This is an optimization exercise on Yosys and OpenROAD, whose aim is small area and a short achievable clock period, not a production implementation.
Function was not checked in any run shown here: the RTL went through the layout flow alone.
Power figures rest on the tool's default switching activity, not on a simulated workload.

**config.mk**
```make
export PLATFORM = sky130hd
export DESIGN_NAME = csv_record_parse_and_hash
export DESIGN_NICKNAME = csv_record_parse_and_hash
export VERILOG_FILES = /design/flow/design.v
export SDC_FILE = /design/flow/constraint.sdc
export NUM_CORES = 4
export LEC_CHECK = 0
export ABC_AREA = 1
export CAP_MARGIN = 20
export CORE_MARGIN = 2
export CORE_UTILIZATION = 60
export CTS_BUF_LIST = sky130_fd_sc_hd__clkbuf_4 sky130_fd_sc_hd__clkbuf_8
export PLACE_DENSITY = 0.75
export SETUP_SLACK_MARGIN = 2.0
export SLEW_MARGIN = 20
export TNS_END_PERCENT = 10
```
**standard.sh**
```bash
#!/bin/bash
# synth_recipe.tcl (not shown) runs the flow's synth.tcl, then flattens the netlist and writes it again
# the make line also repeats each setting of config.mk as NAME=value (left out here)
make -C /OpenROAD-flow-scripts/flow DESIGN_CONFIG=/design/flow/config.mk WORK_HOME=/design/flow/orfs CLKGATE_MAP_FILE= SYNTH_SCRIPT=/design/flow/synth_recipe.tcl "${@:-finish}"
```
**flow/run.sh**
```bash
#!/bin/bash
# The standard layout (standard.sh), with the port buffers made of the smallest
# plain buffer instead of the resizer's default choice. Every input and output
# port still gets its own buffer.
set -euo pipefail
export BUFFER_PORTS_ARGS="-buffer_cell sky130_fd_sc_hd__buf_1"
bash standard.sh > standard_flow.log 2>&1
```
**constraint.sdc**
```tcl
create_clock -name core_clock -period 5.5 [get_ports {clk}]
set_input_delay 1.1000 -clock core_clock [delete_from_list [all_inputs] [get_ports {clk}]]
set_output_delay 1.1000 -clock core_clock [all_outputs]
set_load 0.01 [all_outputs]
```
**design.v**
```verilog
package crph_pkg;
  localparam int NUM_BUCKETS_DEF = 400;
  localparam logic [1:0] STATUS_CITY   = 2'd0;
  localparam logic [1:0] STATUS_ACCEPT = 2'd1;
  localparam logic [1:0] STATUS_ERROR  = 2'd2;
  localparam logic [7:0] CH_ZERO  = 8'h30;
  localparam logic [7:0] CH_NINE  = 8'h39;
  localparam logic [7:0] CH_COMMA = 8'h2C;
  localparam logic [7:0] CH_QUOTE = 8'h22;
  localparam logic [7:0] CH_PAREN = 8'h28;
  localparam logic [19:0] RANK_MAX = 20'hFFFFF;
  localparam logic [31:0] POP_MAX  = 32'hFFFFFFFF;
  localparam logic [9:0]  LEN_MAX  = 10'd1023;
  typedef struct packed {
    logic [1:0]  status;
    logic [7:0]  city_byte;
    logic [19:0] rank;
    logic [31:0] population;
    logic [9:0]  city_length;
    logic [8:0]  index_by_length;
    logic [8:0]  index_by_sum;
    logic [8:0]  index_by_product;
  } result_t;
  function automatic int idx_width(input int ts);
    if (ts > 1) idx_width = $clog2(ts);
    else idx_width = 1;
  endfunction
endpackage
`default_nettype none
module csv_record_parse_and_hash #(
  parameter int NUM_BUCKETS = crph_pkg::NUM_BUCKETS_DEF
) (
  input  logic         clk,
  input  logic         rst_n,
  input  logic         in_tvalid,
  output logic         in_tready,
  input  logic [7:0]   in_tdata,    
  input  logic         in_tlast,    
  output logic         out_tvalid,
  input  logic         out_tready,
  output logic [103:0] out_tdata,   
  output logic [1:0]   out_tuser    
);
  localparam logic [2:0] S_START      = 3'd0;
  localparam logic [2:0] S_RANK       = 3'd1;
  localparam logic [2:0] S_OPEN_CITY  = 3'd2;
  localparam logic [2:0] S_CITY       = 3'd3;
  localparam logic [2:0] S_AFTER_CITY = 3'd4;
  localparam logic [2:0] S_POP_OPEN   = 3'd5;
  localparam logic [2:0] S_POP        = 3'd6;
  localparam logic [2:0] S_SKIP       = 3'd7;
  logic        skid_v;           
  logic [7:0]  skid_b;
  logic        skid_l;
  logic        out_v;            
  logic        out_acc;          
  logic        out_err;          
  logic        out_gp;           
  logic        out_gc;           
  logic        out_gx;           
  logic [19:0] q_rank;           
  logic        q_rsat;           
  logic [31:0] q_pop;
  logic        q_psat;           
  logic [2:0]  state;
  logic [19:0] rank;             
  logic        rank_sat;
  logic [15:0] acc_lo;
  logic [15:0] acc_hi;
  logic [3:0]  acc_c;            
  logic        acc_hp;           
  logic        acc_sat;          
  logic [9:0]  len;
  logic [8:0]  sum;
  logic [10:0] px;               
  logic        cb_r;             
  logic        p2_r;             
  logic        p3_r;             
  logic        cpend;            
  logic       ob_free;
  logic [7:0] b;
  logic       last;
  logic       bv;
  logic       is_digit, is_comma, is_quote, is_paren;
  logic [3:0] digit;
  logic [2:0] state_nxt;
  logic       emit;
  logic       acc_word;
  logic       city_word;
  logic       commit;
  assign ob_free = !out_v || out_tready;
  assign b       = skid_v ? skid_b : in_tdata;
  assign last    = skid_v ? skid_l : in_tlast;
  assign bv      = skid_v || in_tvalid;
  assign is_digit = (b[7:4] == 4'h3) && (b[3:0] <= 4'd9);
  assign is_comma = (b == crph_pkg::CH_COMMA);
  assign is_quote = (b == crph_pkg::CH_QUOTE);
  assign is_paren = (b == crph_pkg::CH_PAREN);
  assign digit    = b[3:0];
  always_comb begin
    state_nxt = S_SKIP;
    emit      = 1'b1;
    acc_word  = 1'b0;
    city_word = 1'b0;
    unique case (state)
      S_START: if (is_digit) begin
        state_nxt = S_RANK; emit = 1'b0;
      end
      S_RANK: if (is_digit) begin
        state_nxt = S_RANK; emit = 1'b0;
      end else if (is_comma) begin
        state_nxt = S_OPEN_CITY; emit = 1'b0;
      end
      S_OPEN_CITY: if (is_quote) begin
        state_nxt = S_CITY; emit = 1'b0;
      end
      S_CITY: if (is_quote) begin
        state_nxt = S_AFTER_CITY; emit = 1'b0;
      end else begin
        state_nxt = S_CITY; city_word = 1'b1;
      end
      S_AFTER_CITY: if (is_comma) begin
        state_nxt = S_POP_OPEN; emit = 1'b0;
      end
      S_POP_OPEN: if (is_quote) begin
        state_nxt = S_POP; emit = 1'b0;
      end else if (is_paren) begin
        acc_word = 1'b1;
      end
      S_POP: if (is_digit || is_comma) begin
        state_nxt = S_POP; emit = 1'b0;
      end else if (is_quote) begin
        acc_word = 1'b1;
      end
      default: emit = 1'b0;
    endcase
    if (last) begin
      state_nxt = S_START;
      if (state != S_SKIP) begin
        emit      = 1'b1;
        city_word = 1'b0;
      end
    end
  end
  assign commit = bv && (ob_free || !emit);
  always_ff @(posedge clk) begin
    if (!rst_n) begin
      skid_v <= 1'b0;
      out_v  <= 1'b0;
      state  <= S_START;
    end else begin
      skid_v <= bv && emit && !ob_free;
      if (ob_free) out_v <= bv && emit;
      if (commit) state <= state_nxt;
    end
  end
  logic        acc_clr;          
  logic        acc_step;         
  logic        acc_aux;          
  logic [19:0] lo_mul;
  logic [19:0] hi_mul;
  logic [15:0] hi_eff;
  logic        sat_eff;
  assign acc_clr  = !rst_n || (commit && (last || state == S_POP_OPEN));
  assign acc_step = commit && is_digit && (state == S_START || state == S_RANK || state == S_POP);
  assign acc_aux  = (state == S_CITY) || (state == S_AFTER_CITY);
  logic [19:0] lo_x10, lo_x10p;
  logic [4:0]  lo_low;
  assign lo_x10   = (20'(acc_lo) << 3) + (20'(acc_lo) << 1);
  assign lo_x10p  = (20'(acc_lo) << 3) + (20'(acc_lo) << 1) + 20'd16;
  assign lo_low   = {1'b0, lo_x10[3:0]} + {1'b0, digit};
  assign lo_mul   = {lo_low[4] ? lo_x10p[19:4] : lo_x10[19:4], lo_low[3:0]};
  assign hi_mul   = (20'(acc_hi) << 3) + (20'(acc_hi) << 1) + 20'(acc_c);
  assign hi_eff   = acc_hp ? hi_mul[15:0] : acc_hi;
  assign sat_eff  = acc_sat || (acc_hp && (acc_hi > 16'd6553 || (acc_hi == 16'd6553 && acc_c >= 4'd6)));
  logic [7:0] cbyte;
  logic [4:0] c_h;
  logic [4:0] c25;
  logic [5:0] c_t;
  logic [6:0] c_t25, c_t50;
  always_comb begin
    unique case (cbyte[7:5])
      3'd0: c_h = 5'd0;
      3'd1: c_h = 5'd7;
      3'd2: c_h = 5'd14;
      3'd3: c_h = 5'd21;
      3'd4: c_h = 5'd3;
      3'd5: c_h = 5'd10;
      3'd6: c_h = 5'd17;
      default: c_h = 5'd24;
    endcase
  end
  assign cbyte = q_rank[7:0];
  assign c_t   = 6'(cbyte[4:0]) + 6'(c_h);
  assign c_t25 = {1'b0, c_t} - 7'd25;
  assign c_t50 = {1'b0, c_t} - 7'd50;
  assign c25   = !c_t50[6] ? c_t50[4:0] : !c_t25[6] ? c_t25[4:0] : c_t[4:0];
  logic [3:0] a16, b16, p_r16;
  logic [4:0] a25, b25;
  logic [5:0] sq_s, sq_d;
  logic [4:0] sq_fs, sq_fd, r16_h;
  logic [6:0] k_t;
  assign a16   = px[9:6];
  assign a25   = px[4:0];
  assign b16   = cbyte[3:0];
  assign b25   = acc_lo[4:0];
  assign sq_s  = 6'(a25) + 6'(b25);
  assign sq_d  = 6'(a25) - 6'(b25);
  assign p_r16 = 4'(a16 * b16);
  always_comb begin
    unique case (sq_s)
      6'd0: sq_fs = 5'd0;
      6'd1: sq_fs = 5'd9;
      6'd2: sq_fs = 5'd11;
      6'd3: sq_fs = 5'd6;
      6'd4: sq_fs = 5'd19;
      6'd5: sq_fs = 5'd0;
      6'd6: sq_fs = 5'd24;
      6'd7: sq_fs = 5'd16;
      6'd8: sq_fs = 5'd1;
      6'd9: sq_fs = 5'd4;
      6'd10: sq_fs = 5'd0;
      6'd11: sq_fs = 5'd14;
      6'd12: sq_fs = 5'd21;
      6'd13: sq_fs = 5'd21;
      6'd14: sq_fs = 5'd14;
      6'd15: sq_fs = 5'd0;
      6'd16: sq_fs = 5'd4;
      6'd17: sq_fs = 5'd1;
      6'd18: sq_fs = 5'd16;
      6'd19: sq_fs = 5'd24;
      6'd20: sq_fs = 5'd0;
      6'd21: sq_fs = 5'd19;
      6'd22: sq_fs = 5'd6;
      6'd23: sq_fs = 5'd11;
      6'd24: sq_fs = 5'd9;
      6'd25: sq_fs = 5'd0;
      6'd26: sq_fs = 5'd9;
      6'd27: sq_fs = 5'd11;
      6'd28: sq_fs = 5'd6;
      6'd29: sq_fs = 5'd19;
      6'd30: sq_fs = 5'd0;
      6'd31: sq_fs = 5'd24;
      6'd32: sq_fs = 5'd16;
      6'd33: sq_fs = 5'd1;
      6'd34: sq_fs = 5'd4;
      6'd35: sq_fs = 5'd0;
      6'd36: sq_fs = 5'd14;
      6'd37: sq_fs = 5'd21;
      6'd38: sq_fs = 5'd21;
      6'd39: sq_fs = 5'd14;
      6'd40: sq_fs = 5'd0;
      6'd41: sq_fs = 5'd4;
      6'd42: sq_fs = 5'd1;
      6'd43: sq_fs = 5'd16;
      6'd44: sq_fs = 5'd24;
      6'd45: sq_fs = 5'd0;
      6'd46: sq_fs = 5'd19;
      6'd47: sq_fs = 5'd6;
      6'd48: sq_fs = 5'd11;
      6'd49: sq_fs = 5'd9;
      6'd50: sq_fs = 5'd0;
      6'd51: sq_fs = 5'd9;
      6'd52: sq_fs = 5'd11;
      6'd53: sq_fs = 5'd6;
      6'd54: sq_fs = 5'd19;
      6'd55: sq_fs = 5'd0;
      6'd56: sq_fs = 5'd24;
      6'd57: sq_fs = 5'd16;
      6'd58: sq_fs = 5'd1;
      6'd59: sq_fs = 5'd4;
      6'd60: sq_fs = 5'd0;
      6'd61: sq_fs = 5'd14;
      6'd62: sq_fs = 5'd21;
      6'd63: sq_fs = 5'd21;
      default: sq_fs = '0;
    endcase
  end
  always_comb begin
    unique case (sq_d)
      6'd0: sq_fd = 5'd0;
      6'd1: sq_fd = 5'd9;
      6'd2: sq_fd = 5'd11;
      6'd3: sq_fd = 5'd6;
      6'd4: sq_fd = 5'd19;
      6'd5: sq_fd = 5'd0;
      6'd6: sq_fd = 5'd24;
      6'd7: sq_fd = 5'd16;
      6'd8: sq_fd = 5'd1;
      6'd9: sq_fd = 5'd4;
      6'd10: sq_fd = 5'd0;
      6'd11: sq_fd = 5'd14;
      6'd12: sq_fd = 5'd21;
      6'd13: sq_fd = 5'd21;
      6'd14: sq_fd = 5'd14;
      6'd15: sq_fd = 5'd0;
      6'd16: sq_fd = 5'd4;
      6'd17: sq_fd = 5'd1;
      6'd18: sq_fd = 5'd16;
      6'd19: sq_fd = 5'd24;
      6'd20: sq_fd = 5'd0;
      6'd21: sq_fd = 5'd19;
      6'd22: sq_fd = 5'd6;
      6'd23: sq_fd = 5'd11;
      6'd24: sq_fd = 5'd9;
      6'd25: sq_fd = 5'd0;
      6'd26: sq_fd = 5'd9;
      6'd27: sq_fd = 5'd11;
      6'd28: sq_fd = 5'd6;
      6'd29: sq_fd = 5'd19;
      6'd30: sq_fd = 5'd0;
      6'd31: sq_fd = 5'd24;
      6'd32: sq_fd = 5'd16;
      6'd33: sq_fd = 5'd24;
      6'd34: sq_fd = 5'd0;
      6'd35: sq_fd = 5'd19;
      6'd36: sq_fd = 5'd6;
      6'd37: sq_fd = 5'd11;
      6'd38: sq_fd = 5'd9;
      6'd39: sq_fd = 5'd0;
      6'd40: sq_fd = 5'd9;
      6'd41: sq_fd = 5'd11;
      6'd42: sq_fd = 5'd6;
      6'd43: sq_fd = 5'd19;
      6'd44: sq_fd = 5'd0;
      6'd45: sq_fd = 5'd24;
      6'd46: sq_fd = 5'd16;
      6'd47: sq_fd = 5'd1;
      6'd48: sq_fd = 5'd4;
      6'd49: sq_fd = 5'd0;
      6'd50: sq_fd = 5'd14;
      6'd51: sq_fd = 5'd21;
      6'd52: sq_fd = 5'd21;
      6'd53: sq_fd = 5'd14;
      6'd54: sq_fd = 5'd0;
      6'd55: sq_fd = 5'd4;
      6'd56: sq_fd = 5'd1;
      6'd57: sq_fd = 5'd16;
      6'd58: sq_fd = 5'd24;
      6'd59: sq_fd = 5'd0;
      6'd60: sq_fd = 5'd19;
      6'd61: sq_fd = 5'd6;
      6'd62: sq_fd = 5'd11;
      6'd63: sq_fd = 5'd9;
      default: sq_fd = '0;
    endcase
  end
  assign r16_h[0] = (p_r16 == 4'd1) |
      (p_r16 == 4'd4) |
      (p_r16 == 4'd5) |
      (p_r16 == 4'd8) |
      (p_r16 == 4'd11) |
      (p_r16 == 4'd12) |
      (p_r16 == 4'd15);
  assign r16_h[1] = (p_r16 == 4'd1) |
      (p_r16 == 4'd2) |
      (p_r16 == 4'd4) |
      (p_r16 == 4'd7) |
      (p_r16 == 4'd10) |
      (p_r16 == 4'd12) |
      (p_r16 == 4'd13) |
      (p_r16 == 4'd15);
  assign r16_h[2] = (p_r16 == 4'd2) |
      (p_r16 == 4'd5) |
      (p_r16 == 4'd8) |
      (p_r16 == 4'd11) |
      (p_r16 == 4'd12) |
      (p_r16 == 4'd14) |
      (p_r16 == 4'd15);
  assign r16_h[3] = (p_r16 == 4'd1) |
      (p_r16 == 4'd3) |
      (p_r16 == 4'd8) |
      (p_r16 == 4'd9) |
      (p_r16 == 4'd10) |
      (p_r16 == 4'd15);
  assign r16_h[4] = (p_r16 == 4'd2) |
      (p_r16 == 4'd4) |
      (p_r16 == 4'd6) |
      (p_r16 == 4'd9) |
      (p_r16 == 4'd11) |
      (p_r16 == 4'd13);
  assign k_t   = 7'(acc_lo[9:5]) - 7'(acc_lo[4:0]) - 7'(acc_lo[14:10]);
  always_ff @(posedge clk) begin
    acc_hp <= acc_step && !acc_clr;
    if (acc_step && !acc_clr) begin
      acc_lo <= lo_mul[15:0];
      acc_c  <= lo_mul[19:16];
    end else if (acc_clr) begin
      acc_lo <= '0;
    end else if (acc_aux && p2_r) begin
      acc_lo[9:0] <= {sq_fs, sq_fd};
    end else if (acc_aux && cb_r && !cpend && len == 10'd1) begin
      acc_lo[14:10] <= r16_h;
      acc_lo[4:0]   <= c25;
    end
    if (acc_clr) begin
      acc_hi  <= '0;
      acc_sat <= 1'b0;
    end else begin
      acc_hi  <= hi_eff;
      acc_sat <= sat_eff;
    end
    if (state == S_RANK) begin
      rank     <= {hi_eff[3:0], acc_lo};
      rank_sat <= sat_eff || (acc_hp ? (acc_hi >= 16'd2 || (acc_hi == 16'd1 && acc_c >= 4'd6))
                                     : acc_hi >= 16'd16);
    end
  end
  logic [8:0]  sum_base;
  logic [9:0]  sum_add;
  logic [10:0] sum_sub;          
  assign sum_base = cpend ? 9'd0 : sum;
  assign sum_add  = 10'(sum_base) + 10'(cbyte);
  assign sum_sub  = 11'(sum_base) + 11'(cbyte) - 11'd400;
  always_ff @(posedge clk) begin
    cb_r <= commit && state == S_CITY && !is_quote;
    p2_r <= cb_r && !cpend && len == 10'd1;
    p3_r <= p2_r;
    if (commit && state == S_OPEN_CITY) begin
      cpend <= 1'b1;
    end else if (cb_r) begin
      cpend <= 1'b0;
    end
    if (cb_r) begin
      if (cpend) len <= 10'd1;
      else if (len != crph_pkg::LEN_MAX) len <= len + 10'd1;
      sum <= sum_sub[10] ? sum_add[8:0] : sum_sub[8:0];
    end
    if (cb_r && cpend) begin
      px[9:6] <= cbyte[3:0];
      px[4:0] <= c25;
    end else if (cb_r && len == 10'd1) begin
      px[9:6] <= p_r16;
    end else if (p3_r) begin
      px[10]  <= k_t[6];
      px[5:0] <= k_t[5:0];
    end
  end
  always_ff @(posedge clk) begin
    skid_b <= b;
    skid_l <= last;
    if (ob_free) begin
      out_acc <= acc_word;
      out_err <= !acc_word && !city_word;
      out_gp  <= acc_word && (state == S_POP);
      out_gc  <= acc_word && !cpend;
      out_gx  <= acc_word && !cpend && len[9:1] != 9'd0;
      q_rank  <= {rank[19:8], (state == S_CITY) ? b : rank[7:0]};
      q_rsat  <= rank_sat;
      q_pop   <= {hi_eff, acc_lo};
      q_psat  <= sat_eff;
    end
  end
  logic [5:0] len_m800;           
  logic [6:0] len_m400;           
  logic [8:0] len_idx;
  assign len_m800 = {1'b0, len[9:5]} - 6'd25;
  assign len_m400 = {1'b0, len[9:4]} - 7'd25;
  assign len_idx  = !len_m800[5] ? {len_m800[3:0], len[4:0]} :
                    !len_m400[6] ? {len_m400[4:0], len[3:0]} : len[8:0];
  logic [6:0] k_q, k_q25, k_q50;
  logic [4:0] k;
  logic [8:0] prod_idx;
  assign k_q      = {px[10], px[5:0]};
  assign k_q25    = k_q + 7'd25;
  assign k_q50    = k_q + 7'd50;
  assign k        = !k_q[6] ? k_q[4:0] : !k_q25[6] ? k_q25[4:0] : k_q50[4:0];
  assign prod_idx = {k, px[9:6]};
  logic out_city;
  assign out_city = !out_acc && !out_err;
  assign in_tready  = !skid_v;
  assign out_tvalid = out_v;
  assign out_tuser  = {out_err, out_acc};
  assign out_tdata  = {7'd0,
                       prod_idx    & {9{out_gx}},
                       sum         & {9{out_gc}},
                       len_idx     & {9{out_gc}},
                       len         & {10{out_gc}},
                       (q_pop  | {32{q_psat}}) & {32{out_gp}},
                       (q_rank | {20{q_rsat}}) & {20{out_acc}},
                       q_rank[7:0] & {8{out_city}}};
endmodule
`default_nettype wire
```
==> run notes, run 1 <==
Cells after Synth=1813; met2 usage=49.1%; largest stage delay on the critical path=450 ps; initial antenna violation count=0; Die Wd=154 µm; CP max FO=5; # rows=54; antenna fix cells=0; Critical Path Start=px[1]$_DFFE_PP_; grt met3 use=roughly 3.3%; worst hold path class=flop to flop; Seq cells post-synth=between 150 and 200; startpoint types=flop; commonest non-fill, non-tap cell in the layout=nand2_1; routing usage on met1=37.7%; Worst-Margin Slew=972 ps; 1st-iter DRT viols=968; crit-path most repeated cell=nand2_2; vias in the first global route=between 10000 and 15000; Hold EP=p3_r$_DFF_P_; routability cong.=a little under 0.9; slowest CP cell=edfxtp_1; PwrDens=442 mW/mm²; Worst Skew=21.3 ps; via count=12100; Relative slew margins=35.2%; top cells by area, synth=edfxtp_1, ha_1, nand2_1, inv_1, nor2_1; RSZ-0062 raised after global routing=yes; crit path DAT=2440 ps; setup total negative slack=0 ps; core area=~0.022 mm²; Area Overhead vs Synth=8.63%; Clock Tree Buf Depth=2; IO buf count=113; die area=~0.024 mm²; CTS Sinks=166; layout cells sized above 1=6.05%; Worst-path clk slew=110 ps; worst reg2reg path endpoint=acc_lo[2]$_DFFE_PP_; Clk Latency, worst-skew pair=around 480 ps; routed length per instance=15.2 µm; CTS HTree Levels=4; number of top-level pins=about 120; part of the Yosys area used for sequential elements=34.4%; post-synthesis cell area=0.0134 mm²; TritonRoute pass-1 iters=5; minimum clock period=roughly 3500 ps; final WL=33.4 mm; Synth async-reset ratio=0%; crit path capture type=output port; worst path cell trace=ha_2 > nand2_2 > nand3_1 > nand2_2 > inv_1 > nand2_2 > nand3_4 > o31ai_4 > o21ai_0 > a21oi_1 > buf_2; CTS Buf Count=17; WP data required=4400 ps; dpl hpwl=25.4 mm; Worst Setup Slack, final=approximately 2000 ps; Die Y=154 µm; largest net degree at the start of global routing=51; pre-CTS WS=1350 ps; Initial Util=61.4%; syn avg cell area=7.41 µm²; CTS tree=done; crit share post-route=64.4%; Setup Viol. Count Final=0; commonest non-fill, non-tap cells in the layout=nand2_1, inv_1, nor2_1, edfxtp_1, ha_1; Max-Cap Viols=0; Pleak=approximately 7.2 nW; Crit Path Category=flop to output port; Worst Reg-to-Reg Cells=15; r2r setup slk=between 2000 and 2500 ps; root buffer cell=clkbuf_8; first-pass GRT wire length=between 50 and 60 mm; post-route ant nets=0; Worst IR Drop VDD=367 µV; RR Startpoint=acc_lo[2]$_DFFE_PP_; fin nets=roughly 2000; number of flops mapped to enable cells by yosys=130; Yosys top cell area share=29.1%; final hold vios=0; Fmax achieved=0.282 GHz; largest area contributor in the netlist=edfxtp_1; post-synthesis cell type count=53; Top Usage Layer GRT=met2; run status=complete, no violations; drt via density=5.49; commonest register cell after synthesis=edfxtp_1; drc violations=0; worst hold path depth=0; YS warnings=1; GR Util All Layers=28.3%; grt ovf=0; count of final max-slew check failures=0; critical hold path startpoint=p2_r$_DFF_P_
-- cell families (layout without fill, tap and decap cells) --
group	after synthesis	after routing	synth area share (%)
DFF	166	166	34.4
and+or+nand+nor	846	846	27.1
adders and majority gates	142	142	14.0
AOI/OAI and AO/OA	281	281	11.5
other	1	7	0.0279
buffers and inverters	331	430	9.84
xor gates and xnor gates	45	45	2.99
muxes	1	1	0.0838
-- layout make-up --
type                       count  area, µm²
clock buffer                  17        234
clock inverter                15        200
fill                        1987       7300
inverter                     273       1040
multi-input combinational   1322       7610
sequential                   166       4630
tap                          280        350
timing repair buffer         125        536
-- critical path, delay by kind of cell (launching register included) --
family / cells / cell delay, ps
simple gates: 5 / 470
buf+inv: 2 / 260
flops: 1 / 450
compound gates: 3 / 560
fa+ha+maj: 1 / 220
-- state kept, by name, summed over array words and instances, names as in the netlist, 3 cells and up --
name	count
px	11
q_rank	20
rank	20
state	3
len	10
acc_hi	16
sum	9
skid_b	8
q_pop	32
acc_c	4
acc_lo	16
-- Yosys cell counts (11+ instances only) --
cell type	count
xnor2_1	11
o211ai_1	12
inv_1	266
or2_2	14
nand2_1	418
dfxtp_1	36
buf_4	14
o21ai_0	123
fa_1	14
clkbuf_1	30
edfxtp_1	130
a21oi_1	100
nand4_1	51
xor2_1	33
nand3_1	103
nor3_1	14
ha_1	128
nor2_1	212
-- power by group --
part / internal [mW] / leakage (nW) / total, mW / switching (mW)
Combinational: 1.32 / 5.38 / 3.73 / 2.40
Sequential: 1.61 / 1.62 / 1.81 / 0.196
Clock: 0.358 / 0.211 / 0.915 / 0.557
-- worst max-delay path by stage --
stage,end,slack [ps],cells after the start
final,out_tdata[96],1960,11
after global routing,out_tdata[77],1830,10
after CTS,out_tdata[96],1890,11
after detailed placement,acc_lo[11]$_DFFE_PP_,1350,17
after global placement,acc_lo[11]$_DFFE_PP_,1450,17
after floorplan,acc_c[1]$_DFFE_PN_,2450,16
-- metal layers --
metal,wire (µm),part of all wire (%)
met5,0,0
met4,549,1.6
met3,1570,4.7
met2,16400,49
met1,14900,45
-- what timing repair did --
action | 4_1_cts | 5_1_grt
hold buffers | 0 | 0
resized for setup | 6 | 20
setup endpoints to repair | 26 | 47
buffers inserted | 5 | 2
gates cloned | 0 | 0
pin swaps | 0 | 3
-- through the flow --
step                instances  hold WS [ps]  power, mW  instance area (µm²)  util [%]
finish                   2198           396       6.45                14600      66.7
global route             2198           393       7.05                14600      66.7
CTS                      2195           389       6.40                14500      66.0
detailed placement       2158           380       5.48                14000      63.8
global placement         2158           385       5.41                14000      63.8
floorplan                1819           346       4.64                13500         -
==> inputs of run 2 (changes only) <==
--- a/config.mk
+++ b/config.mk
@@ -11,6 +11,6 @@
 export CORE_UTILIZATION = 60
 export CTS_BUF_LIST = sky130_fd_sc_hd__clkbuf_4 sky130_fd_sc_hd__clkbuf_8
 export PLACE_DENSITY = 0.75
-export SETUP_SLACK_MARGIN = 2.0
+export SETUP_SLACK_MARGIN = 2.2
 export SLEW_MARGIN = 20
 export TNS_END_PERCENT = 10
==> run 2 against run 1 <==
  * Register-to-register slack gained 150 ps
  * Clock power is essentially flat
  * First-iteration DRC count grew 5.0%
  * Clock skew grew 2.2 ps
  * Clock-buffer cell count is the same
  * Via count grew 1.4%
  * Sequential share of layout area shrank 0.65 points
  * Total power grew 3.8%
  * Critical path type unchanged
  * Highest routed layer unchanged
==> run notes, run 2 <==
final WL=34.0 mm; number of buffers and inverters on the critical path=2; Worst Skew=23.5 ps; WP data required=around 4400 ps; drc violations=0; Yosys top cell area share=slightly below 30%; antenna fix cells=0; # rows=54; routability cong.=~0.9; commonest non-fill, non-tap cell in the layout=nand2_1; initial antenna violation count=0; max FFs per register=32; CTS HTree Levels=4; setup total negative slack=0 ps; Hold-fix buffers, CTS=0; largest net degree at the start of global routing=~50; commonest non-fill, non-tap cells in the layout=nand2_1, inv_1, nor2_1, edfxtp_1, ha_1; largest stage delay on the critical path=460 ps; run status=complete, no violations; layout cells sized above 1=8.92%; largest area contributor in the netlist=edfxtp_1; drt via density=around 5.5; Pleak=7.32 nW; Cells after Synth=1813; CTS Sinks=approximately 170; fin nets=approximately 2100; Finished Layout Cells=about 2200; P_int=roughly 3.4 mW; YS warnings=1; Area Overhead vs Synth=11.0%; Max-Cap Viols=0; worst hold path class=flop to flop; crit-path most repeated cell=nand2_2; Crit path max-delay family=compound AO/OA/AOI/OAI gates; worst path cell trace=ha_2 > nand2_2 > nand3_2 > nand2_2 > inv_2 > nand2_4 > nand3_4 > o31ai_4 > o21ai_1 > a21oi_2 > buf_2; Die Wd=154 µm; Relative slew margins=34.8%; Synth async-reset ratio=0%; startpoint types=flop; TritonRoute pass-1 iters=6; grt ovf=0; switching part of the total power=48.7%; commonest register cell after synthesis=edfxtp_1; Largest regs=q_pop: 32 flops, q_rank: 20 flops, rank: 20 flops; Clock Tree Buf Depth=2; post-synthesis cell type count=53; Worst-path clk slew=~110 ps; register with the most flip-flops=q_pop; routed length per instance=15.3 µm; minimum clock period=3450 ps; 1st-iter DRT viols=~1000; fillers=1936; Fmax achieved=between 0.2 and 0.3 GHz; Clk Latency, worst-skew pair=between 400 and 500 ps; crit path DAT=around 2400 ps; post-route ant nets=0; top cells by area, synth=edfxtp_1, ha_1, nand2_1, inv_1, nor2_1; number of top-level pins=121; GR Util All Layers=28.4%; Worst IR Drop VDD=434 µV; core area=0.0219 mm²; most frequent cell after synthesis=nand2_1; Initial Util=61.4%; root buffer cell=clkbuf_8; die area=0.0236 mm²; switching power total=3.26 mW; CTS Buf Count=17; number of flops mapped to enable cells by yosys=130; crit path capture type=output port; via count=12200; final hold vios=0; part of the Yosys area used for sequential elements=between 30 and 40%; post-placement cell count=2158; Flop pwr share=between 20% and 30%; Clk pwr share=13.7%; RSZ-0062 raised after global routing=yes; first-pass GRT wire length=55.1 mm; CTS tree=done; syn avg cell area=7.41 µm²; count of final max-slew check failures=0; dpl hpwl=25.4 mm; combinational power share=around three fifths; post-synthesis cell area=around 0.013 mm²; CP max FO=3; IO buf count=roughly 110; crit share post-route=between 60% and 70%; Setup Viol. Count Final=0; vias in the first global route=11300; slowest CP cell=edfxtp_1; Worst-Margin Slew=978 ps; top cells by count, synth=nand2_1, inv_1, nor2_1; Crit Path Category=flop to output port; PwrDens=449 mW/mm²; Seq cells post-synth=166; Die Y=between 150 and 200 µm
## run 2: final cells by class
cell class / count / area [µm²] / area share [%]
clock buffers: 17 / 234 / 1.57
clock inverters: 15 / 200 / 1.34
inverters: 273 / 1040 / 7.00
multi-input cells: 1322 / 7740 / 51.9
flip-flops and latches: 166 / 4630 / 31.1
well taps: 280 / 350 / 2.35
repair buffers: 146 / 711 / 4.77
## run 2: worst reg2reg max path, cell delays in order (launching register included)
cell	delay [ps]
edfxtp_1	550
ha_1	420
ha_1	360
nand3_1	90
nand2_1	240
nand3_1	160
nor2_1	160
nand2_1	110
nor2_2	180
nand3b_1	150
nor3_2	160
nand3_1	130
nor2_1	150
nand2_1	70
nand2_1	60
inv_1	30
## run 2: cells by family (layout without fill, tap and decap cells)
family	after synthesis	count (layout)	synth area share, %
and+or+nand+nor	846	846	27.1
other	1	7	0.0279
DFF	166	166	34.4
xor gates and xnor gates	45	45	2.99
adders and majority gates	142	142	14.0
buffers and inverters	331	451	9.84
muxes	1	1	0.0838
AOI/OAI and AO/OA	281	281	11.5
## run 2: metrics by stage
| stage | setup slack (ps) | power, mW | util (%) | cell area [µm²] | hold WS [ps] |
|---|---|---|---|---|---|
| global placement | 1450 | 5.41 | 63.8 | 14000 | 385 |
| floorplan | 2450 | 4.64 | - | 13500 | 346 |
| finish | 2050 | 6.69 | 68.1 | 14900 | 395 |
| detailed placement | 1350 | 5.48 | 63.8 | 14000 | 380 |
| CTS | 1930 | 6.40 | 66.2 | 14500 | 389 |
| global route | 1960 | 7.29 | 68.1 | 14900 | 393 |
## run 2: power by group through the flow
stage	clock [mW]	combinational, mW	sequential (mW)
3_5_place_dp	0	3.65	1.84
5_1_grt	0.969	4.50	1.82
4_1_cts	0.921	3.67	1.81
2_1_floorplan	0	2.92	1.73
3_3_place_gp	0	3.58	1.83
6_report	0.914	3.98	1.80
## run 2: path summary, 6_finish.rpt
path / start / endpoint / slack (ps) / depth (start not counted)
max: px[1]$_DFFE_PP_ / out_tdata[96] / 2050 / 11
min: p2_r$_DFF_P_ / p3_r$_DFF_P_ / 400 / 0
max reg2reg: acc_lo[0]$_DFFE_PP_ / acc_c[1]$_DFFE_PN_ / 2250 / 15
min reg2reg: p2_r$_DFF_P_ / p3_r$_DFF_P_ / 400 / 0
## run 2: metal layers
metal  wire, µm  vias to the layer above  GRT usage (%)
met3       1740                       56           3.33
met5          0                        -              0
li1           -                     6170              -
met1      14800                     5635           37.9
met4        667                        0           7.34
met2      16800                      378           49.4
## run 2: what timing repair did
item | 4_1_cts | 5_1_grt
resized for setup | 14 | 58
endpoints found under the setup margin | 47 | 56
pin swaps | 2 | 13
setup buffers | 6 | 22
==> inputs of run 3 (changes only) <==
--- a/design.v
+++ b/design.v
@@ -41,14 +41,6 @@
   output logic [103:0] out_tdata,   
   output logic [1:0]   out_tuser    
 );
-  localparam logic [2:0] S_START      = 3'd0;
-  localparam logic [2:0] S_RANK       = 3'd1;
-  localparam logic [2:0] S_OPEN_CITY  = 3'd2;
-  localparam logic [2:0] S_CITY       = 3'd3;
-  localparam logic [2:0] S_AFTER_CITY = 3'd4;
-  localparam logic [2:0] S_POP_OPEN   = 3'd5;
-  localparam logic [2:0] S_POP        = 3'd6;
-  localparam logic [2:0] S_SKIP       = 3'd7;
   logic        skid_v;           
   logic [7:0]  skid_b;
   logic        skid_l;
@@ -57,12 +49,11 @@
   logic        out_err;          
   logic        out_gp;           
   logic        out_gc;           
-  logic        out_gx;           
   logic [19:0] q_rank;           
   logic        q_rsat;           
   logic [31:0] q_pop;
   logic        q_psat;           
-  logic [2:0]  state;
+  logic        s_start, s_rank, s_ocity, s_city, s_acity, s_popen, s_pop, s_skip;
   logic [19:0] rank;             
   logic        rank_sat;
   logic [15:0] acc_lo;
@@ -72,7 +63,7 @@
   logic        acc_sat;          
   logic [9:0]  len;
   logic [8:0]  sum;
-  logic [10:0] px;               
+  logic [8:0]  px;               
   logic        cb_r;             
   logic        p2_r;             
   logic        p3_r;             
@@ -83,7 +74,6 @@
   logic       bv;
   logic       is_digit, is_comma, is_quote, is_paren;
   logic [3:0] digit;
-  logic [2:0] state_nxt;
   logic       emit;
   logic       acc_word;
   logic       city_word;
@@ -97,61 +87,38 @@
   assign is_quote = (b == crph_pkg::CH_QUOTE);
   assign is_paren = (b == crph_pkg::CH_PAREN);
   assign digit    = b[3:0];
-  always_comb begin
-    state_nxt = S_SKIP;
-    emit      = 1'b1;
-    acc_word  = 1'b0;
-    city_word = 1'b0;
-    unique case (state)
-      S_START: if (is_digit) begin
-        state_nxt = S_RANK; emit = 1'b0;
-      end
-      S_RANK: if (is_digit) begin
-        state_nxt = S_RANK; emit = 1'b0;
-      end else if (is_comma) begin
-        state_nxt = S_OPEN_CITY; emit = 1'b0;
-      end
-      S_OPEN_CITY: if (is_quote) begin
-        state_nxt = S_CITY; emit = 1'b0;
-      end
-      S_CITY: if (is_quote) begin
-        state_nxt = S_AFTER_CITY; emit = 1'b0;
-      end else begin
-        state_nxt = S_CITY; city_word = 1'b1;
-      end
-      S_AFTER_CITY: if (is_comma) begin
-        state_nxt = S_POP_OPEN; emit = 1'b0;
-      end
-      S_POP_OPEN: if (is_quote) begin
-        state_nxt = S_POP; emit = 1'b0;
-      end else if (is_paren) begin
-        acc_word = 1'b1;
-      end
-      S_POP: if (is_digit || is_comma) begin
-        state_nxt = S_POP; emit = 1'b0;
-      end else if (is_quote) begin
-        acc_word = 1'b1;
-      end
-      default: emit = 1'b0;
-    endcase
-    if (last) begin
-      state_nxt = S_START;
-      if (state != S_SKIP) begin
-        emit      = 1'b1;
-        city_word = 1'b0;
-      end
-    end
-  end
+  logic go_rank, go_ocity, go_city, go_acity, go_popen, go_pop, stay_city;
+  assign go_rank   = is_digit && (s_start || s_rank);
+  assign go_ocity  = is_comma && s_rank;
+  assign go_city   = is_quote && s_ocity;
+  assign stay_city = !is_quote && s_city;
+  assign go_acity  = is_quote && s_city;
+  assign go_popen  = is_comma && s_acity;
+  assign go_pop    = (is_quote && s_popen) || ((is_digit || is_comma) && s_pop);
+  assign acc_word  = (is_paren && s_popen) || (is_quote && s_pop);
+  assign city_word = !last && stay_city;
+  assign emit      = last ? !s_skip
+                          : !(go_rank || go_ocity || go_city || go_acity || go_popen || go_pop || s_skip);
   assign commit = bv && (ob_free || !emit);
   always_ff @(posedge clk) begin
     if (!rst_n) begin
       skid_v <= 1'b0;
       out_v  <= 1'b0;
-      state  <= S_START;
+      s_start <= 1'b1;
+      {s_rank, s_ocity, s_city, s_acity, s_popen, s_pop, s_skip} <= '0;
     end else begin
       skid_v <= bv && emit && !ob_free;
       if (ob_free) out_v <= bv && emit;
-      if (commit) state <= state_nxt;
+      if (commit) begin
+        s_start <= last;
+        s_rank  <= !last && go_rank;
+        s_ocity <= !last && go_ocity;
+        s_city  <= !last && (go_city || stay_city);
+        s_acity <= !last && go_acity;
+        s_popen <= !last && go_popen;
+        s_pop   <= !last && go_pop;
+        s_skip  <= !last && !(go_rank || go_ocity || go_city || stay_city || go_acity || go_popen || go_pop);
+      end
     end
   end
   logic        acc_clr;          
@@ -161,9 +128,9 @@
   logic [19:0] hi_mul;
   logic [15:0] hi_eff;
   logic        sat_eff;
-  assign acc_clr  = !rst_n || (commit && (last || state == S_POP_OPEN));
-  assign acc_step = commit && is_digit && (state == S_START || state == S_RANK || state == S_POP);
-  assign acc_aux  = (state == S_CITY) || (state == S_AFTER_CITY);
+  assign acc_clr  = !rst_n || (commit && (last || s_popen));
+  assign acc_step = commit && is_digit && (s_start || s_rank || s_pop);
+  assign acc_aux  = s_city || s_acity;
   logic [19:0] lo_x10, lo_x10p;
   logic [4:0]  lo_low;
   assign lo_x10   = (20'(acc_lo) << 3) + (20'(acc_lo) << 1);
@@ -200,9 +167,11 @@
   logic [5:0] sq_s, sq_d;
   logic [4:0] sq_fs, sq_fd, r16_h;
   logic [6:0] k_t;
-  assign a16   = px[9:6];
+  logic [6:0] k_t25, k_t50;
+  logic [4:0] k;
+  assign a16   = px[8:5];
   assign a25   = px[4:0];
-  assign b16   = cbyte[3:0];
+  assign b16   = acc_lo[8:5];
   assign b25   = acc_lo[4:0];
   assign sq_s  = 6'(a25) + 6'(b25);
   assign sq_d  = 6'(a25) - 6'(b25);
@@ -379,7 +348,12 @@
       (p_r16 == 4'd9) |
       (p_r16 == 4'd11) |
       (p_r16 == 4'd13);
-  assign k_t   = 7'(acc_lo[9:5]) - 7'(acc_lo[4:0]) - 7'(acc_lo[14:10]);
+  logic [5:0] sq_fdh;
+  assign sq_fdh = 6'(sq_fd) + 6'(r16_h);
+  assign k_t   = 7'(acc_lo[10:6]) - 7'(acc_lo[5:0]);
+  assign k_t25 = k_t + 7'd25;
+  assign k_t50 = k_t + 7'd50;
+  assign k     = !k_t[6] ? k_t[4:0] : !k_t25[6] ? k_t25[4:0] : k_t50[4:0];
   always_ff @(posedge clk) begin
     acc_hp <= acc_step && !acc_clr;
     if (acc_step && !acc_clr) begin
@@ -388,10 +362,9 @@
     end else if (acc_clr) begin
       acc_lo <= '0;
     end else if (acc_aux && p2_r) begin
-      acc_lo[9:0] <= {sq_fs, sq_fd};
+      acc_lo[14:0] <= {p_r16, sq_fs, sq_fdh};
     end else if (acc_aux && cb_r && !cpend && len == 10'd1) begin
-      acc_lo[14:10] <= r16_h;
-      acc_lo[4:0]   <= c25;
+      acc_lo[8:0] <= {cbyte[3:0], c25};
     end
     if (acc_clr) begin
       acc_hi  <= '0;
@@ -400,7 +373,7 @@
       acc_hi  <= hi_eff;
       acc_sat <= sat_eff;
     end
-    if (state == S_RANK) begin
+    if (s_rank) begin
       rank     <= {hi_eff[3:0], acc_lo};
       rank_sat <= sat_eff || (acc_hp ? (acc_hi >= 16'd2 || (acc_hi == 16'd1 && acc_c >= 4'd6))
                                      : acc_hi >= 16'd16);
@@ -413,10 +386,10 @@
   assign sum_add  = 10'(sum_base) + 10'(cbyte);
   assign sum_sub  = 11'(sum_base) + 11'(cbyte) - 11'd400;
   always_ff @(posedge clk) begin
-    cb_r <= commit && state == S_CITY && !is_quote;
+    cb_r <= commit && stay_city;
     p2_r <= cb_r && !cpend && len == 10'd1;
     p3_r <= p2_r;
-    if (commit && state == S_OPEN_CITY) begin
+    if (commit && s_ocity) begin
       cpend <= 1'b1;
     end else if (cb_r) begin
       cpend <= 1'b0;
@@ -427,25 +400,22 @@
       sum <= sum_sub[10] ? sum_add[8:0] : sum_sub[8:0];
     end
     if (cb_r && cpend) begin
-      px[9:6] <= cbyte[3:0];
-      px[4:0] <= c25;
-    end else if (cb_r && len == 10'd1) begin
-      px[9:6] <= p_r16;
+      px <= {cbyte[3:0], c25};
     end else if (p3_r) begin
-      px[10]  <= k_t[6];
-      px[5:0] <= k_t[5:0];
+      px <= {acc_lo[14:11], k};
     end
   end
   always_ff @(posedge clk) begin
-    skid_b <= b;
-    skid_l <= last;
+    if (!skid_v) begin
+      skid_b <= in_tdata;
+      skid_l <= in_tlast;
+    end
     if (ob_free) begin
       out_acc <= acc_word;
       out_err <= !acc_word && !city_word;
-      out_gp  <= acc_word && (state == S_POP);
+      out_gp  <= acc_word && s_pop;
       out_gc  <= acc_word && !cpend;
-      out_gx  <= acc_word && !cpend && len[9:1] != 9'd0;
-      q_rank  <= {rank[19:8], (state == S_CITY) ? b : rank[7:0]};
+      q_rank  <= {rank[19:8], s_city ? b : rank[7:0]};
       q_rsat  <= rank_sat;
       q_pop   <= {hi_eff, acc_lo};
       q_psat  <= sat_eff;
@@ -458,21 +428,15 @@
   assign len_m400 = {1'b0, len[9:4]} - 7'd25;
   assign len_idx  = !len_m800[5] ? {len_m800[3:0], len[4:0]} :
                     !len_m400[6] ? {len_m400[4:0], len[3:0]} : len[8:0];
-  logic [6:0] k_q, k_q25, k_q50;
-  logic [4:0] k;
   logic [8:0] prod_idx;
-  assign k_q      = {px[10], px[5:0]};
-  assign k_q25    = k_q + 7'd25;
-  assign k_q50    = k_q + 7'd50;
-  assign k        = !k_q[6] ? k_q[4:0] : !k_q25[6] ? k_q25[4:0] : k_q50[4:0];
-  assign prod_idx = {k, px[9:6]};
+  assign prod_idx = (len[9:1] == 9'd0) ? 9'd0 : {px[4:0], px[8:5]};
   logic out_city;
   assign out_city = !out_acc && !out_err;
   assign in_tready  = !skid_v;
   assign out_tvalid = out_v;
   assign out_tuser  = {out_err, out_acc};
   assign out_tdata  = {7'd0,
-                       prod_idx    & {9{out_gx}},
+                       prod_idx    & {9{out_gc}},
                        sum         & {9{out_gc}},
                        len_idx     & {9{out_gc}},
                        len         & {10{out_gc}},
--- a/config.mk
+++ b/config.mk
@@ -5,12 +5,10 @@
 export SDC_FILE = /design/flow/constraint.sdc
 export NUM_CORES = 4
 export LEC_CHECK = 0
-export ABC_AREA = 1
 export CAP_MARGIN = 20
 export CORE_MARGIN = 2
 export CORE_UTILIZATION = 60
 export CTS_BUF_LIST = sky130_fd_sc_hd__clkbuf_4 sky130_fd_sc_hd__clkbuf_8
 export PLACE_DENSITY = 0.75
-export SETUP_SLACK_MARGIN = 2.2
+export SETUP_SLACK_MARGIN = 1.5
 export SLEW_MARGIN = 20
-export TNS_END_PERCENT = 10
==> run 3 against run 2 <==
  * First-iteration DRC count fell by 24%
  * Global-route usage rose by 0.10 points
  * Final cell count fell by 20%
  * Synthesized cell count fell by 25%
  * Largest power group unchanged
==> run notes, run 3 <==
part of the Yosys area used for sequential elements=35.2%; Worst-Margin Slew=between 1000 and 1500 ps; CTS tree=done; largest area contributor in the netlist=edfxtp_1; number of top-level pins=121; register with the most flip-flops=q_pop; Synth async-reset ratio=0%; crit share post-route=73.5%; commonest register cell after synthesis=edfxtp_1; core area=between 0.02 and 0.025 mm²; CP max FO=10; number of flops mapped to enable cells by yosys=127; RSZ-0062 raised after global routing=yes; final instance area=0.0145 mm²; worst path cell trace=inv_1 > ha_2 > inv_1 > fa_2 > buf_4 > ha_4 > inv_1 > o21ai_0 > o21ai_0 > a21oi_1 > mux2i_1 > mux2i_1 > ha_2 > inv_1 > fa_2 > inv_1 > a21o_1 > a21oi_2 > xnor2_1 > nor2_1 > a21oi_1 > a22o_1; antenna fix cells=0; worst hold path class=flop to flop; PwrDens=315 mW/mm²; crit-path most repeated cell=inv_1; Pleak=5.93 nW; fin nets=1627; vias in the first global route=10500; IO buf count=113; register area=0.00463 mm²; largest stage delay on the critical path=600 ps; final WL=33.3 mm; Initial Util=60.8%; Worst Setup Slack, final=1460 ps; Area Overhead vs Synth=10.1%; largest net degree at the start of global routing=59; Crit Path Category=flop to flop; switching power total=1.83 mW; Max-Cap Viols=0; Fmax achieved=roughly 0.25 GHz; Worst IR Drop VDD=168 µV; minimum clock period=roughly 4000 ps; commonest non-fill, non-tap cell in the layout=edfxtp_1; # rows=54; crit path capture type=flop; P_int=about 2.7 mW; switching part of the total power=40.0%; run status=complete, no violations; pre-CTS WS=about 900 ps; via count=10900; count of final max-slew check failures=0; Clock Tree Buf Depth=2; most frequent cell after synthesis=edfxtp_1; die area=about 0.023 mm²; YS warnings=1; multi-input logic area=0.00809 mm²; drc violations=0; max FFs per register=32; Crit path max-delay family=adder cells; crit path DAT=roughly 4300 ps; Flop pwr share=33.9%; CTS Sinks=168; Die Wd=152 µm; Clk Latency, worst-skew pair=470 ps; Yosys top cell area share=28.9%; routability cong.=0.968; Die Y=approximately 150 µm; combinational power share=between 40 and 50%; 1st-iter DRT viols=771; CTS Buf Count=17; initial antenna violation count=0; Relative slew margins=32.4%; Setup Viol. Count Final=0; grt ovf=0; CTS HTree Levels=4; routed length per instance=approximately 19 µm; syn avg cell area=9.65 µm²; startpoint types=flop; Worst-path clk slew=around 100 ps; TritonRoute pass-1 iters=5; Cells after Synth=approximately 1400; layout cells sized above 1=11.7%; final hold vios=0; root buffer cell=clkbuf_8; fillers=~1700; Tot Pwr=4.57 mW; drt via density=6.15; Cell Area, Placed=0.0137 mm²; Clk pwr share=between 10% and 20%; post-synthesis cell area=~0.013 mm²; Seq cells post-synth=168; WP data required=5740 ps; dpl hpwl=24.3 mm; post-synthesis cell type count=102; post-route ant nets=0; slowest CP cell=fa_2; top cells by count, synth=edfxtp_1, ha_1, nor2_1; top cells by area, synth=edfxtp_1, ha_1, dfxtp_1, o21a_1, xnor2_1; GR Util All Layers=28.5%; first-pass GRT wire length=54.0 mm; number of buffers and inverters on the critical path=6; Worst Skew=around 16 ps; Largest regs=q_pop: 32 flops, q_rank: 20 flops, rank: 20 flops; commonest non-fill, non-tap cells in the layout=edfxtp_1, ha_1, buf_1, nor2_1, nand2_1; setup total negative slack=0 ps
run 3: cell types whose count changed after synthesis, moves of 18 or more:
cell	delta
o21ai_0	-67
and2_1	+37
nand4_1	-43
inv_1	-188
a21oi_1	-42
nor2_1	-114
nor2b_1	+36
mux2_2	+23
nand2_1	-325
xnor2_1	+36
mux2i_1	+18
nand3_1	-79
o21a_1	+58
run 3: worst reg2reg max path, stage by stage (launching register included):
cell	delay, ps
edfxtp_1	430
inv_1	100
ha_2	190
inv_1	50
fa_2	600
buf_4	150
ha_4	190
inv_1	80
o21ai_0	90
o21ai_0	130
a21oi_1	150
mux2i_1	80
mux2i_1	190
ha_2	210
inv_1	60
fa_2	350
inv_1	60
a21o_1	140
a21oi_2	70
xnor2_1	120
nor2_1	90
a21oi_1	50
a22o_1	240
run 3: cells by family (layout without fill, tap and decap cells):
| group | count (synthesis) | in the layout | share of synthesized area, % |
|---|---|---|---|
| mux | 48 | 48 | 4.44 |
| simple gates | 407 | 407 | 16.0 |
| xor+xnor | 87 | 87 | 5.89 |
| fa+ha+maj | 137 | 137 | 13.8 |
| other cells | 1 | 7 | 0.0284 |
| compound gates | 367 | 367 | 19.8 |
| buf+inv | 151 | 269 | 4.91 |
| flops | 168 | 168 | 35.2 |
run 3: power by group through the flow:
stage / clock network, mW / registers, mW / logic (mW)
4_1_cts: 0.870 / 1.55 / 2.06
6_report: 0.862 / 1.55 / 2.16
5_1_grt: 0.914 / 1.56 / 2.38
2_1_floorplan: 0 / 1.55 / 1.54
3_3_place_gp: 0 / 1.60 / 1.92
3_5_place_dp: 0 / 1.60 / 1.95
run 3: repair_timing:
| item | in CTS | in global routing |
|---|---|---|
| buffers inserted | 18 | 10 |
| gates resized for setup | 21 | 13 |
| hold buffers | 0 | 0 |
| setup endpoints to repair | 5 | 5 |
| pin swaps | 6 | 6 |
| endpoints found under the hold margin | 0 | 0 |
run 3: metrics by stage:
step                      cells  utilization [%]  hold slack [ps]
after floorplan            1372                -              362
after global placement     1708             63.4              381
after detailed placement   1708             63.4              374
after CTS                  1758             66.1              398
after global routing       1770             66.9              412
final                      1770             66.9              406
run 3: final timing paths:
path / start / endpoint / slack, ps / cells past startpoint
worst min-delay path: p2_r$_DFF_P_ / p3_r$_DFF_P_ / 410 / 0
worst max register to register: px[0]$_DFFE_PP_ / acc_lo[4]$_DFFE_PP_ / 1460 / 22
worst max-delay path: px[0]$_DFFE_PP_ / acc_lo[4]$_DFFE_PP_ / 1460 / 22
worst min register to register: p2_r$_DFF_P_ / p3_r$_DFF_P_ / 410 / 0
run 3: per-layer routing:
layer / share of wire (%) / vias to the layer above / global-route usage [%] / routed length (µm)
met1: 44 / 5142 / 37.8 / 14600
li1: - / 5215 / - / -
met2: 47 / 433 / 47.2 / 15600
met5: 0 / - / 0 / 0
met4: 3.4 / 0 / 10.8 / 1130
met3: 5.9 / 96 / 4.58 / 1970
run 3: final cells by class:
type | instances | share of cell area (%)
multi-input combinational | 1053 | 55.7
sequential | 168 | 31.9
timing repair buffer | 156 | 5.31
tap | 280 | 2.41
inverter | 81 | 2.12
clock buffer | 18 | 1.66
clock inverter | 14 | 0.870
==> inputs of run 4 (changes only) <==
--- a/design.v
+++ b/design.v
@@ -171,7 +171,7 @@
   logic [4:0] k;
   assign a16   = px[8:5];
   assign a25   = px[4:0];
-  assign b16   = acc_lo[8:5];
+  assign b16   = cbyte[3:0];
   assign b25   = acc_lo[4:0];
   assign sq_s  = 6'(a25) + 6'(b25);
   assign sq_d  = 6'(a25) - 6'(b25);
@@ -348,9 +348,7 @@
       (p_r16 == 4'd9) |
       (p_r16 == 4'd11) |
       (p_r16 == 4'd13);
-  logic [5:0] sq_fdh;
-  assign sq_fdh = 6'(sq_fd) + 6'(r16_h);
-  assign k_t   = 7'(acc_lo[10:6]) - 7'(acc_lo[5:0]);
+  assign k_t   = 7'(acc_lo[9:5]) - 7'(acc_lo[4:0]) - 7'(acc_lo[14:10]);
   assign k_t25 = k_t + 7'd25;
   assign k_t50 = k_t + 7'd50;
   assign k     = !k_t[6] ? k_t[4:0] : !k_t25[6] ? k_t25[4:0] : k_t50[4:0];
@@ -362,9 +360,10 @@
     end else if (acc_clr) begin
       acc_lo <= '0;
     end else if (acc_aux && p2_r) begin
-      acc_lo[14:0] <= {p_r16, sq_fs, sq_fdh};
+      acc_lo[9:0] <= {sq_fs, sq_fd};
     end else if (acc_aux && cb_r && !cpend && len == 10'd1) begin
-      acc_lo[8:0] <= {cbyte[3:0], c25};
+      acc_lo[14:10] <= r16_h;
+      acc_lo[4:0]   <= c25;
     end
     if (acc_clr) begin
       acc_hi  <= '0;
@@ -401,8 +400,10 @@
     end
     if (cb_r && cpend) begin
       px <= {cbyte[3:0], c25};
+    end else if (cb_r && len == 10'd1) begin
+      px[8:5] <= p_r16;
     end else if (p3_r) begin
-      px <= {acc_lo[14:11], k};
+      px[4:0] <= k;
     end
   end
   always_ff @(posedge clk) begin
--- a/config.mk
+++ b/config.mk
@@ -9,6 +9,6 @@
 export CORE_MARGIN = 2
 export CORE_UTILIZATION = 60
 export CTS_BUF_LIST = sky130_fd_sc_hd__clkbuf_4 sky130_fd_sc_hd__clkbuf_8
-export PLACE_DENSITY = 0.75
+export PLACE_DENSITY = 0.7
 export SETUP_SLACK_MARGIN = 1.5
 export SLEW_MARGIN = 20
==> run 4 against run 3 <==
  * Routed wire length down 2.6%
  * First-iteration DRC count up 3.9%
  * Non-clock buffer count down 24
  * Fmax up 4.8%
  * Global-route usage down 0.53 points
  * Flip-flop and latch count unchanged
  * Register-to-register slack better by 180 ps
  * Via count down 1.4%
  * Critical path depth down 11
  * Total power up 20%
  * Clock skew down 1.2 ps
  * Largest power group unchanged
==> run notes, run 4 <==
part of the Yosys area used for sequential elements=35.2%; via count=10700; CTS Buf Count=17; Crit Path Category=flop to flop; combinational power share=53.7%; WP data required=5720 ps; dpl hpwl=23.6 mm; routed length per instance=about 18 µm; Die Y=152 µm; 1st-iter DRT viols=801; worst hold path class=flop to flop; Clk Latency, worst-skew pair=470 ps; top cells by area, synth=edfxtp_1, ha_1, dfxtp_1, xnor2_1, o21a_1; final WL=between 30 and 40 mm; layout cells sized above 1=just over 8%; Fmax achieved=around 0.26 GHz; fin nets=1633; Pleak=just under 6 nW; largest area contributor in the netlist=edfxtp_1; r2r setup slk=1640 ps; most frequent cell after synthesis=ha_1; commonest register cell after synthesis=edfxtp_1; switching power total=between 2 and 2.5 mW; commonest non-fill, non-tap cell in the layout=ha_1; root buffer cell=clkbuf_8; Yosys top cell area share=29.0%; Worst IR Drop VDD=416 µV; Synth async-reset ratio=0%; drc violations=0; P_int=3.12 mW; post-synthesis cell area=0.0132 mm²; crit path capture type=flop; Tot Pwr=5.50 mW; Cells after Synth=approximately 1400; TritonRoute pass-1 iters=5; CTS Sinks=168; grt ovf=0; Area Overhead vs Synth=8.08%; CTS tree=done; Initial Util=roughly 61%; routability cong.=0.925; top cells by count, synth=ha_1, edfxtp_1, nand2_1; die area=between 0.02 and 0.025 mm²; PwrDens=387 mW/mm²; Clk pwr share=16.3%; vias in the first global route=between 9000 and 10000; Setup Viol. Count Final=0; Worst Skew=14.6 ps; largest net degree at the start of global routing=61; Finished Core Util=65.5%; crit path DAT=about 4100 ps; post-synthesis cell type count=90; CP max FO=6; Die Wd=152 µm; Worst-Margin Slew=1090 ps; minimum clock period=just under 4000 ps; post-route ant nets=0; Max-Cap Viols=0; YS warnings=1; count of final max-slew check failures=0; drt via density=6.06; Largest regs=q_pop: 32 flops, q_rank: 20 flops, rank: 20 flops; fillers=1815; antenna fix cells=0; largest stage delay on the critical path=510 ps; register area=0.00464 mm²; syn avg cell area=around 9.5 µm²; number of top-level pins=121; setup total negative slack=0 ps; RSZ-0062 raised after global routing=no; final hold vios=0; GR Util All Layers=28.0%; switching part of the total power=43.2%; IO buf count=113; Seq cells post-synth=168; Worst-path clk slew=100 ps; max FFs per register=32; Clock Tree Buf Depth=2; CTS HTree Levels=4; run status=complete, no violations; # rows=54; worst hold path depth=0; number of flops mapped to enable cells by yosys=127; slowest CP cell=edfxtp_1; initial antenna violation count=0; Relative slew margins=27.4%; startpoint types=flop; Flop pwr share=30.0%; core area=0.0217 mm²; first-pass GRT wire length=52.9 mm; register with the most flip-flops=q_pop; crit share post-route=70.2%; multi-input logic area=0.00795 mm²; Worst Reg-to-Reg Cells=11; worst path cell trace=ha_1 > fa_1 > a211oi_4 > o21ai_1 > a21o_1 > o31a_4 > o311ai_4 > and3_1 > nand2_1 > mux2i_1 > or4_1; commonest non-fill, non-tap cells in the layout=ha_1, edfxtp_1, nand2_1, buf_1, nor2_1; Hold-fix buffers, CTS=0
[run 4: cell types whose count changed after synthesis, sizes merged, moves of 6 or more]
cell / previous run / this run
xor2: 39 / 20
a21oi: 59 / 76
nand2: 93 / 120
a211o: 2 / 8
nor3: 33 / 42
or2: 12 / 3
xnor2: 47 / 66
[run 4: per-layer routing]
layer / global-route usage [%] / vias up / routed length (µm)
li1: - / 5203 / -
met1: 41.8 / 5087 / 15100
met2: 43.0 / 408 / 14400
met3: 4.39 / 38 / 2330
met4: 6.63 / 0 / 519
met5: 0 / - / 0
[run 4: cells by family (layout without fill, tap and decap cells)]
group / after synthesis / in the layout / share of synthesized area, %
xor+xnor: 86 / 86 / 5.78
other cells: 1 / 7 / 0.0285
fa+ha+maj: 142 / 142 / 14.3
buf+inv: 150 / 250 / 4.81
simple gates: 421 / 421 / 15.9
flops: 168 / 168 / 35.2
compound gates: 374 / 374 / 20.0
mux: 43 / 43 / 3.94
[run 4: cell type report]
class	instances	area share, %
tap	280	2.46
clock inverter	15	1.08
sequential	168	32.6
clock buffer	17	1.65
timing repair buffer	132	3.99
multi-input combinational	1073	55.9
inverter	86	2.27
[run 4: repair_timing]
item                       4_1_cts  5_1_grt
pin swaps                        0        0
buffers inserted                 2        6
setup endpoints to repair        3        6
gates resized for setup          1        7
[run 4: final timing paths]
path	start	end
hold / removal	rank[12]$_DFFE_PP_	q_rank[12]$_DFFE_PN_
setup reg to reg	acc_lo[0]$_DFFE_PP_	acc_c[2]$_DFFE_PN_
setup / recovery	acc_lo[0]$_DFFE_PP_	acc_c[2]$_DFFE_PN_
hold reg to reg	rank[12]$_DFFE_PP_	q_rank[12]$_DFFE_PN_
[run 4: stage by stage]
step / hold WS, ps / instance area (µm²) / setup WS [ps] / instances
final: 429 / 14200 / 1640 / 1771
after global routing: 437 / 14200 / 1490 / 1771
after floorplan: 371 / 13200 / 1760 / 1391
after CTS: 429 / 14100 / 1570 / 1765
after detailed placement: 406 / 13700 / 1300 / 1731
after global placement: 394 / 13700 / 1360 / 1731
[run 4: power groups by stage]
stage / logic, mW / registers [mW] / clock network, mW
after floorplan: 2.25 / 1.62 / 0
after global placement: 2.80 / 1.69 / 0
after detailed placement: 2.84 / 1.69 / 0
after CTS: 2.86 / 1.65 / 0.903
after global routing: 3.27 / 1.66 / 0.951
final: 2.95 / 1.65 / 0.898
[run 4: critical path: cells and delay by family (launching register included)]
family          cells  cell delay [ps]
compound gates      5             1360
fa+ha+maj           2              750
mux                 1              140
simple gates        3              850
flops               1              510
==> inputs of run 5 (changes only) <==
--- a/config.mk
+++ b/config.mk
@@ -9,6 +9,6 @@
 export CORE_MARGIN = 2
 export CORE_UTILIZATION = 60
 export CTS_BUF_LIST = sky130_fd_sc_hd__clkbuf_4 sky130_fd_sc_hd__clkbuf_8
-export PLACE_DENSITY = 0.7
+export PLACE_DENSITY = 0.75
 export SETUP_SLACK_MARGIN = 1.5
 export SLEW_MARGIN = 20
==> run 5 against run 4 <==
  * Combinational power is essentially flat
  * Clock skew grew 3.4 ps
  * First-iteration DRC count grew 27%
  * Sequential power is essentially flat
  * Largest cell class unchanged
  * Highest routed layer unchanged
  * Clock power grew 2%
  * Worst hold slack lost 20 ps
  * Worst setup slack gained 4.8 ps
  * Still clean
  * Flip-flop and latch count is the same
  * Design area grew 0.11%
==> run notes, run 5 <==
run status=complete, no violations; drc violations=0; root buffer cell=clkbuf_8; routing usage on met1=around two fifths; Largest regs=q_pop: 32 flops, q_rank: 20 flops, rank: 20 flops; register with the most flip-flops=q_pop; max FFs per register=32; Worst-path clk slew=110 ps; Clock Tree Buf Depth=2; Max-Cap Viols=0; Clk Latency, worst-skew pair=490 ps; post-route ant nets=0; Crit Path Category=flop to flop; core area=0.0217 mm²; routed length per instance=18.1 µm; Synth Area in Simple Gates=between 10% and 20%; post-placement cell count=1727; first-pass GRT wire length=51.7 mm; initial antenna violation count=0; Setup Viol. Count Final=0; complex-gate fraction of the synthesized area=20.0%; worst hold path class=flop to flop; adder-cell share of the synthesized area=14.3%; most frequent cell after synthesis=ha_1; register area=between 0.004 and 0.005 mm²; Relative slew margins=about a third; CTS tree=done; grt ovf=0; multiplexer area fraction after synthesis=3.94%; WP data required=5740 ps; YS warnings=1; Finished Layout Cells=1766; top cells by count, synth=ha_1, edfxtp_1, nand2_1; largest area contributor in the netlist=edfxtp_1; # rows=between 50 and 60; PwrDens=roughly 390 mW/mm²; post-synthesis cell area=0.0132 mm²; part of the Yosys area used for sequential elements=35.2%; number of flops mapped to enable cells by yosys=127; via count=10900; startpoint types=flop; CTS Buf Count=17; Die Y=152 µm; CP max FO=6; Top Usage Layer GRT=met2; TritonRoute pass-1 iters=6; Worst Setup Slack, final=1640 ps; Finished Core Util=65.6%; largest family of logic cells by synthesized area=compound AO/OA/AOI/OAI gates; die area=0.0231 mm²; vias in the first global route=10100; setup total negative slack=0 ps; CTS HTree Levels=4; final instance area=~0.014 mm²; top cells by area, synth=edfxtp_1, ha_1, dfxtp_1, xnor2_1, o21a_1; WHS=409 ps; commonest non-fill, non-tap cell in the layout=ha_1; number of top-level pins=121; Cell Area, Placed=between 0.01 and 0.015 mm²; layout cells sized above 1=7.87%; syn avg cell area=9.50 µm²; Synth Area in XOR/XNOR=5.78%; post-synthesis cell type count=90; count of final max-slew check failures=0; largest net degree at the start of global routing=61; grt met3 use=4.36%; Pleak=5.77 nW; Synth async-reset ratio=0%; Worst Skew=about 18 ps; dpl hpwl=23.5 mm; Area Overhead vs Synth=8.20%; fillers=1783; met2 usage=42.9%; RSZ-0062 raised after global routing=yes; Fmax achieved=around 0.26 GHz; commonest register cell after synthesis=edfxtp_1; crit path capture type=flop; final WL=32.0 mm; minimum clock period=3860 ps; crit share post-route=70.1%; Worst-Margin Slew=996 ps; commonest non-fill, non-tap cells in the layout=ha_1, edfxtp_1, nand2_1, buf_1, nor2_1; IO buf count=between 100 and 150; Yosys top cell area share=between 20 and 30%; crit path DAT=4100 ps; final hold vios=0; Cells after Synth=1385; pre-CTS WS=1330 ps; Die Wd=152 µm; multi-input logic area=0.00797 mm²; CTS Sinks=approximately 170; Seq cells post-synth=168; fin nets=1628; routability cong.=0.936; 1st-iter DRT viols=1018; antenna fix cells=0; Initial Util=roughly three fifths; GR Util All Layers=27.3%; drt via density=6.16; Tot Pwr=5.52 mW; Worst IR Drop VDD=293 µV
-- run 5: cell counts after synthesis --
No cell type changed its count.
-- run 5: final timing paths --
kind	startpoint	endpoint	slack, ps	cells after the start
worst max-delay path	acc_lo[0]$_DFFE_PP_	acc_c[2]$_DFFE_PN_	1640	11
worst min register to register	p2_r$_DFF_P_	p3_r$_DFF_P_	410	0
worst min-delay path	p2_r$_DFF_P_	p3_r$_DFF_P_	410	0
worst max register to register	acc_lo[0]$_DFFE_PP_	acc_c[2]$_DFFE_PN_	1640	11
-- run 5: critical path: stages (launching register included) --
cell	delay (ps)
edfxtp_1	530
ha_1	310
fa_1	460
a211oi_4	340
o21ai_1	130
a21o_1	200
o31a_4	320
o311ai_4	370
and3_1	230
nand2_1	80
mux2i_1	130
or4_1	500
-- run 5: routing by layer --
layer / up-vias / part of all wire, %
li1: 5214 / -
met1: 5184 / 46
met2: 415 / 45
met3: 72 / 6.1
met4: 0 / 2.8
met5: - / 0
-- run 5: layout make-up --
cell class / instances / area share, %
clock buffer: 17 / 1.64
tap: 280 / 2.46
multi-input combinational: 1073 / 56.0
clock inverter: 15 / 1.33
inverter: 86 / 2.27
sequential: 168 / 32.6
timing repair buffer: 127 / 3.72
-- run 5: repair_timing --
action	in CTS	in global routing
resized for setup	0	8
hold buffers	0	0
pin swaps	0	0
buffers inserted	1	5
endpoints found under the setup margin	1	17
-- run 5: logic make-up after synthesis --
group / Yosys count
AO/OA/AOI/OAI: 374
XOR/XNOR: 86
adder cells (fa/ha/maj): 142
buffers and inverters: 150
flip-flops: 168
multiplexers: 43
other: 1
AND/OR/NAND/NOR: 421
-- run 5: power breakdown --
group	internal, mW	switching [mW]
clock network	0.356	0.558
logic	1.21	1.76
registers	1.53	0.110

==> separate check: timing with driven ports <==
The results above use ideal ports. As a check the final layouts listed here were re-extracted and re-timed, cells and wires unchanged.
Step 1 (the two cells are an assumption about what drives the block):
set clk [get_ports {clk}]
set_driving_cell -lib_cell sky130_fd_sc_hd__clkbuf_16 $clk
set_driving_cell -lib_cell sky130_fd_sc_hd__buf_2 [delete_from_list [all_inputs] $clk]
Step 2 also shifts input and output timing later by t, the mid clock arrival at the registers, as if the neighbouring blocks saw the same clock.
Slacks: ideal ports / drivers / drivers and shift; pairs: ideal ports / drivers.
| run | t, ns | slack for setup (ns) | worst hold slack (ns) |
|---|---|---|---|
| run 1 | 0.512 | 1.960 / 1.917 / 1.748 | 0.396 / 0.396 / 0.396 |
| run 2 | 0.516 | 2.053 / 2.012 / 1.752 | 0.395 / 0.395 / 0.395 |
| run 3 | 0.507 | 1.455 / 1.455 / 1.455 | 0.406 / 0.406 / 0.406 |
| run 4 | 0.510 | 1.639 / 1.608 / 1.198 | 0.429 / 0.429 / 0.429 |
| run 5 | 0.522 | 1.644 / 1.644 / 1.214 | 0.409 / 0.409 / 0.409 |
After both steps every run listed still meets setup and hold. The setup slack of run 4, which loses most, moves by -0.031 ns with the drivers and by -0.441 ns with both steps.
